Background: an optimization exercise with open tools, aiming at small area. Do not read the settings as production practice. Only simulation tests tie the RTL to the original design; equivalence was not proved. No activity file was given, so power comes from the tool's default toggle rates.

== run a ==
Design cpu_top, start of the top module:
module cpu_top (
   input  logic                 clk,
   input  logic                 rst_n,
   input  isa_pkg::instr_t      code,
   output core_pkg::pc_t        pc,
   output core_pkg::pc_t        next_pc,
   output core_pkg::word_t      result,
   output logic                 write_en,
   output logic                 imm_en,
   output logic                 branch_en
);
clock: 12.0 ns
lec_check: 0
cap_margin: 20
core_margin: 2
core_utilization: 62
cts_buf_list: sky130_fd_sc_hd__clkbuf_16
cts_cluster_diameter: 80
cts_cluster_size: 30
place_density: 0.7
slew_margin: 20
standard.sh (not shown) runs the stock make flow with config.mk's settings and CLKGATE_MAP_FILE= SYNTH_SCRIPT=/design/flow/synth_recipe.tcl, a recipe that flattens the netlist after the stock synthesis.
==> flow/flow/run.sh <==
#!/bin/bash
# Standard ORFS layout with these changes: the ABC mapping script used by
# synthesis is flow/abc.script (area-oriented &nf mapping with choices),
# the port buffers are the smallest buffer cell, and after global routing
# the resizer downsizes gates off the critical paths (RECOVER_POWER), except
# the drivers of high-fanout nets (flow/pre_grt.tcl).
set -euo pipefail
W=$PWD
{
  echo "proc abc {args} {"
  echo "  set i [lsearch -exact \$args -script]"
  echo "  if {\$i >= 0} { lset args [expr {\$i + 1}] $W/flow/abc.script }"
  echo "  yosys abc {*}\$args"
  echo "}"
  cat synth_recipe.tcl
} > my_synth.tcl
bash standard.sh SYNTH_SCRIPT=$W/my_synth.tcl synth > synth.log 2>&1
bash standard.sh SYNTH_SCRIPT=$W/my_synth.tcl \
  "BUFFER_PORTS_ARGS=-buffer_cell sky130_fd_sc_hd__buf_1" \
  RECOVER_POWER=100 PRE_GLOBAL_ROUTE_TCL=$W/flow/pre_grt.tcl > layout.log 2>&1
==> flow/flow/abc.script <==
strash
&get -n
&dch -f
&nf -R 1000
&put
topo
stime -c
buffer -c
upsize -c
dnsize -c
==> flow/flow/pre_grt.tcl <==
# Power recovery at the end of global routing, but kept away from the
# drivers of high-fanout nets (register enables, selects, the result bus):
# shrinking those only breaks slew limits that repair then restores.
proc recover_power_helper { } {
  set kept {}
  foreach net [[ord::get_db_block] getNets] {
    if {[$net getSigType] != "SIGNAL"} continue
    set sinks 0
    set drv ""
    foreach it [$net getITerms] {
      if {[$it isOutputSignal]} {
        set drv [$it getInst]
      } elseif {[$it isInputSignal]} {
        incr sinks
      }
    }
    if {$drv != "" && $sinks >= 6} { lappend kept [$drv getName] }
  }
  puts "power recovery skips [llength $kept] high-fanout drivers"
  foreach name $kept { set_dont_touch [get_cells $name] }
  log_cmd repair_timing -verbose -recover_power 100
  foreach name $kept { unset_dont_touch [get_cells $name] }
  report_check_types -max_slew -max_capacitance -violators
}
Looking at the reports, run a completed the entire flow and the layout it produced met the timing, DRC and antenna checks.
Here is what was changed in the inputs of run b compared with run a.
Settings: a change of PLACE_DENSITY from 0.7 to 0.65; a change of CORE_UTILIZATION from 62 to 55.
==> flow/flow/run.sh <==
#!/bin/bash
# Standard ORFS layout with two changes: the ABC mapping script used by
# synthesis is flow/abc.script (area-oriented &nf mapping with choices),
# and the port buffers are the smallest buffer cell.
set -euo pipefail
W=$PWD
{
  echo "proc abc {args} {"
  echo "  set i [lsearch -exact \$args -script]"
  echo "  if {\$i >= 0} { lset args [expr {\$i + 1}] $W/flow/abc.script }"
  echo "  yosys abc {*}\$args"
  echo "}"
  cat synth_recipe.tcl
} > my_synth.tcl
bash standard.sh SYNTH_SCRIPT=$W/my_synth.tcl synth > synth.log 2>&1
bash standard.sh SYNTH_SCRIPT=$W/my_synth.tcl "BUFFER_PORTS_ARGS=-buffer_cell sky130_fd_sc_hd__buf_1" > layout.log 2>&1
removed: flow/flow/pre_grt.tcl
Findings:
- Run b closes out successfully: all stages finished, all timing, DRC and antenna checks passed.
- Summary of run b over run a: clock-buffer cell count now sits higher; clock skew went up 0.011 ns.
- Cmp run b vs run a: logic depth of the worst setup path including buffers higher in run b
- Diff run a -> run b: part of the total power dissipated in the clock network +0.9 points; floorplan die height +6.1%; number of cells in the finished layout apart from fillers +about 2.8%.

==> afterwards: timing with drivers on the ports <==
The flow's constraints put no driver on any port. The routed layouts listed below were extracted and timed again, unchanged, in two steps. Step 1 (the two cells are an assumption about what drives the block):
set clk [get_ports {clk}]
set_driving_cell -lib_cell sky130_fd_sc_hd__clkbuf_16 $clk
set_driving_cell -lib_cell sky130_fd_sc_hd__buf_2 [delete_from_list [all_inputs] $clk]
Step 2 also shifts input and output timing later by t, the mid clock arrival at the registers, as if the neighbouring blocks saw the same clock. a / b / c = no drivers / after step 1 / after step 2; a / b = the first two.
run	shift t [ns]	slack for setup (ns)	hold slack, ns
run a	0.668	0.268 / 0.240 / 0.240	0.627 / 0.627 / 0.627
run b	0.683	0.425 / 0.404 / 0.404	0.646 / 0.646 / 0.646
After both steps every run listed still meets setup and hold. The setup slack of run a, which loses most, moves by -0.028 ns with the drivers and by -0.028 ns with both steps.
